This is an optimization exercise on Yosys and OpenROAD, whose aim is small area, a short achievable clock period and few clock cycles per item, not a production implementation.
Only simulation tests tie the RTL to the original design; equivalence was not proved.

before:
==> module sfu_stream, before the edit <==
module sfu_stream #(
  parameter int LANES      = 16,
  parameter int IN_W       = 8,
  parameter int DATA_W     = 16,
  parameter int FRAC_SHIFT = 4,
  parameter int CNT_W      = 16
) (
  input  logic                    clk,
  input  logic                    rst_n,
  input  logic                    in_valid,
  output logic                    in_ready,
  input  logic [LANES*IN_W-1:0]   in_q,
  input  logic [LANES-1:0]        in_obm,
  input  logic [LANES*DATA_W-1:0] in_odelta,
  input  logic [LANES-1:0]        in_sign,
  input  logic [LANES*DATA_W-1:0] in_xprev,
  input  logic                    in_last,
  input  logic                    cfg_relu_en,
  output logic                    out_valid,
  input  logic                    out_ready,
  output logic [LANES*DATA_W-1:0] out_x,
  output logic [LANES*DATA_W-1:0] out_relu,
  output logic [LANES-1:0]        out_ovf,
  output logic [LANES-1:0]        out_sat,
  output logic                    out_last,
  output logic                    tile_done,
  input  logic                    stat_clr,
  output logic [CNT_W-1:0]        stat_outliers,
  output logic [CNT_W-1:0]        stat_err,
  output logic [CNT_W-1:0]        stat_sat
);
  localparam int XW = LANES * DATA_W;
  localparam int HW = LANES / 2;                  
  localparam int HC = $clog2(HW + 1);             
  localparam logic [IN_W-1:0] SENTINEL = {1'b1, {(IN_W-1){1'b0}}};
  logic             inFire, outFire;
  logic             valid_q, seen_q, fresh_q, counted_q, last_q, tileDone_q;
  logic [XW-1:0]    sum_q, relu_q;
  logic [LANES-1:0] ovf_q, sat_q, obm_q, errBits;
  logic [HC-1:0]    outlLo_q, outlHi_q, errLo_q, errHi_q, satLo_q, satHi_q;
  logic [CNT_W-1:0] statOutliers_q, statErr_q, statSat_q;
  logic [XW-1:0]    sum_d, relu_d, x_o;
  logic [LANES-1:0] ovf_d, sat_d;
  function automatic logic [3:0] popcount8(input logic [7:0] v);
    logic [1:0] a0, a1, a2, a3;
    logic [2:0] b0, b1;
    a0 = 2'(v[0]) + 2'(v[1]);
    a1 = 2'(v[2]) + 2'(v[3]);
    a2 = 2'(v[4]) + 2'(v[5]);
    a3 = 2'(v[6]) + 2'(v[7]);
    b0 = 3'(a0) + 3'(a1);
    b1 = 3'(a2) + 3'(a3);
    popcount8 = 4'(b0) + 4'(b1);
  endfunction
  function automatic logic [CNT_W-1:0] satAdd(input logic [CNT_W-1:0] a, input logic [HC-1:0] b,
                                              input logic [HC-1:0] c);
    logic [CNT_W:0] s;
    s = {1'b0, a} + (CNT_W+1)'(b) + (CNT_W+1)'(c);
    satAdd = s[CNT_W] ? '1 : s[CNT_W-1:0];
  endfunction
  function automatic logic [DATA_W:0] addPrefix(input logic [DATA_W-1:0] a, input logic [DATA_W-1:0] b);
    logic [DATA_W-1:0] g, p, t, ng, np;
    logic [DATA_W:0]   s;
    int j;
    g = a & b;
    p = a ^ b;
    t = p;
    for (int l = 0; l < $clog2(DATA_W); l++) begin
      ng = g;
      np = p;
      for (int i = 0; i < DATA_W; i++)
        if ((i >> l) & 1) begin
          j = ((i >> l) << l) - 1;
          ng[i] = g[i] | (p[i] & g[j]);
          np[i] = p[i] & p[j];
        end
      g = ng;
      p = np;
    end
    s[0] = t[0];
    for (int i = 1; i < DATA_W; i++) s[i] = t[i] ^ g[i-1];
    s[DATA_W] = a[DATA_W-1] ^ b[DATA_W-1] ^ g[DATA_W-1];
    addPrefix = s;
  endfunction
  assign outFire  = valid_q & out_ready & (seen_q | in_valid);
  assign in_ready = ~valid_q | out_ready;
  assign inFire   = in_valid & in_ready;
  always_comb begin
    logic [IN_W-1:0]   q;
    logic [DATA_W-1:0] xp, d, r;
    logic [DATA_W:0]   wide;
    logic              pass, qs;
    sum_d  = '0;
    relu_d = '0;
    ovf_d  = '0;
    sat_d  = '0;
    for (int i = 0; i < LANES; i++) begin
      q    = in_q[i*IN_W +: IN_W];
      xp   = in_xprev[i*DATA_W +: DATA_W];
      ovf_d[i] = (q == SENTINEL);
      qs   = q[IN_W-1] & (|q[IN_W-2:0]);
      d    = in_obm[i] ? in_odelta[i*DATA_W +: DATA_W]
                       : {{(DATA_W-IN_W-FRAC_SHIFT+1){qs}}, q[IN_W-2:0], {FRAC_SHIFT{1'b0}}};
      pass = ~cfg_relu_en | in_sign[i];
      r    = pass ? d : '0;
      wide = addPrefix(xp, r);
      sat_d[i] = wide[DATA_W] ^ wide[DATA_W-1];
      relu_d[i*DATA_W +: DATA_W] = r;
      sum_d[i*DATA_W +: DATA_W]  = wide[DATA_W-1:0];
    end
  end
  always_comb begin
    logic [DATA_W-1:0] s;
    for (int i = 0; i < LANES; i++) begin
      s = sum_q[i*DATA_W +: DATA_W];
      x_o[i*DATA_W +: DATA_W] = sat_q[i] ? {~s[DATA_W-1], {(DATA_W-1){s[DATA_W-1]}}} : s;
    end
  end
  always_ff @(posedge clk) begin
    if (inFire) begin
      sum_q     <= sum_d;
      relu_q    <= relu_d;
      ovf_q     <= ovf_d;
      sat_q     <= sat_d;
      last_q    <= in_last;
      obm_q     <= in_obm;
    end
  end
  assign errBits = ovf_q & ~obm_q;
  always_ff @(posedge clk) begin
    outlLo_q <= popcount8(obm_q[HW-1:0]);
    outlHi_q <= popcount8(obm_q[LANES-1:HW]);
    errLo_q  <= popcount8(errBits[HW-1:0]);
    errHi_q  <= popcount8(errBits[LANES-1:HW]);
    satLo_q  <= popcount8(sat_q[HW-1:0]);
    satHi_q  <= popcount8(sat_q[LANES-1:HW]);
  end
  always_ff @(posedge clk or negedge rst_n) begin
    if (!rst_n) begin
      valid_q    <= 1'b0;
      seen_q     <= 1'b0;
      fresh_q    <= 1'b0;
      counted_q  <= 1'b0;
      tileDone_q <= 1'b0;
    end else begin
      valid_q    <= inFire | (valid_q & ~outFire);
      seen_q     <= valid_q & ~outFire;
      fresh_q    <= inFire;
      counted_q  <= fresh_q;
      tileDone_q <= outFire & last_q;
    end
  end
  always_ff @(posedge clk or negedge rst_n) begin
    if (!rst_n) begin
      statOutliers_q <= '0;
      statErr_q      <= '0;
      statSat_q      <= '0;
    end else if (stat_clr) begin
      statOutliers_q <= '0;
      statErr_q      <= '0;
      statSat_q      <= '0;
    end else if (counted_q) begin
      statOutliers_q <= satAdd(statOutliers_q, outlLo_q, outlHi_q);
      statErr_q      <= satAdd(statErr_q, errLo_q, errHi_q);
      statSat_q      <= satAdd(statSat_q, satLo_q, satHi_q);
    end
  end
  assign out_valid     = valid_q & (seen_q | in_valid);
  assign out_x         = x_o;
  assign out_relu      = relu_q;
  assign out_ovf       = ovf_q;
  assign out_sat       = sat_q;
  assign out_last      = last_q;
  assign tile_done     = tileDone_q;
  assign stat_outliers = statOutliers_q;
  assign stat_err      = statErr_q;
  assign stat_sat      = statSat_q;
endmodule
export LEC_CHECK = 0
export CAP_MARGIN = 20
export CORE_AREA = 5 5 365 365
export DIE_AREA = 0 0 370 370
export SETUP_SLACK_MARGIN = 4.3
export SLEW_MARGIN = 20
create_clock -name core_clock -period 8.0 [get_ports {clk}]
standard.sh (not shown) runs the stock make flow with config.mk's settings and CLKGATE_MAP_FILE= SYNTH_SCRIPT=/design/flow/synth_recipe.tcl, a recipe that flattens the netlist after the stock synthesis.
==> flow/flow/run.sh <==
#!/bin/bash
# The standard layout, with each port buffered by a minimum-size buffer (buf_1) instead of the
# delay buffer buffer_ports picks by default; timing repair still resizes any that need it.
set -euo pipefail
export BUFFER_PORTS_ARGS="-buffer_cell sky130_fd_sc_hd__buf_1"
bash standard.sh > standard.log 2>&1
Testbench counts of before, summed over its fixed seeds: cycles 9,632, items 9,600.
Setup changes, before to after
--- a/flow/design.v
+++ b/flow/design.v
@@ -84,32 +84,31 @@
   endfunction
   assign outFire  = valid_q & out_ready & (seen_q | in_valid);
   assign in_ready = ~valid_q | out_ready;
   assign inFire   = in_valid & in_ready;
   always_comb begin
     logic [IN_W-1:0]   q;
-    logic [DATA_W-1:0] xp, d, r;
+    logic [DATA_W-1:0] xp, d;
     logic [DATA_W:0]   wide;
-    logic              pass, qs;
+    logic              pass;
     sum_d  = '0;
     relu_d = '0;
     ovf_d  = '0;
     sat_d  = '0;
     for (int i = 0; i < LANES; i++) begin
       q    = in_q[i*IN_W +: IN_W];
       xp   = in_xprev[i*DATA_W +: DATA_W];
       ovf_d[i] = (q == SENTINEL);
-      qs   = q[IN_W-1] & (|q[IN_W-2:0]);
-      d    = in_obm[i] ? in_odelta[i*DATA_W +: DATA_W]
-                       : {{(DATA_W-IN_W-FRAC_SHIFT+1){qs}}, q[IN_W-2:0], {FRAC_SHIFT{1'b0}}};
+      if (in_obm[i])     d = in_odelta[i*DATA_W +: DATA_W];
+      else if (ovf_d[i]) d = '0;
+      else               d = DATA_W'($signed(q)) << FRAC_SHIFT;
       pass = ~cfg_relu_en | in_sign[i];
-      r    = pass ? d : '0;
-      wide = addPrefix(xp, r);
-      sat_d[i] = wide[DATA_W] ^ wide[DATA_W-1];
-      relu_d[i*DATA_W +: DATA_W] = r;
-      sum_d[i*DATA_W +: DATA_W]  = wide[DATA_W-1:0];
+      wide = addPrefix(xp, d);
+      sat_d[i] = pass & (wide[DATA_W] ^ wide[DATA_W-1]);
+      relu_d[i*DATA_W +: DATA_W] = pass ? d : '0;
+      sum_d[i*DATA_W +: DATA_W]  = pass ? wide[DATA_W-1:0] : xp;
     end
   end
   always_comb begin
     logic [DATA_W-1:0] s;
     for (int i = 0; i < LANES; i++) begin
       s = sum_q[i*DATA_W +: DATA_W];
Results
- Slew at the pin with the worst max-slew slack: lower on after
- The run with more setup slack is after; before has less.
- Changes observed in after relative to before: sequential cell count roughly the same; synthesized area higher; post-synthesis net count higher.
- On total CTS buffers, the higher figure sits with after, not before.
- [after] complex-gate fraction of the synthesized area rose 1.2 points relative to before
- Looking at instance count after placement with tap cells included across after and before, the one that comes out lower is before.
Testbench counts of after, summed over its fixed seeds: cycles 9,632, items 9,600.

## static timing again, ports no longer ideal
No port has a modelled driver above. Below, the same layouts with a new extraction and two added sets of constraints.
Step 1, drivers: a clkbuf_16 drives clk and a buf_2 each remaining input, both assumed.
Step 2 moves the port delays by t, midway between the first and last clock arrival at a register: inputs arrive t later, outputs are due t later. That takes back most of the time a late clock gives input paths.
a / b / c = ideal ports / drivers / drivers and shift; a / b = the first two.
run | t (ns) | setup slack, ns | worst setup path after step 2
before | 0.730 | 4.168 / 3.985 / 3.255 | input to register
after | 0.734 | 4.323 / 4.290 / 3.557 | input to register
After both steps every run listed still meets setup and hold. The setup slack of before, which loses most, moves by -0.183 ns with the drivers and by -0.913 ns with both steps.
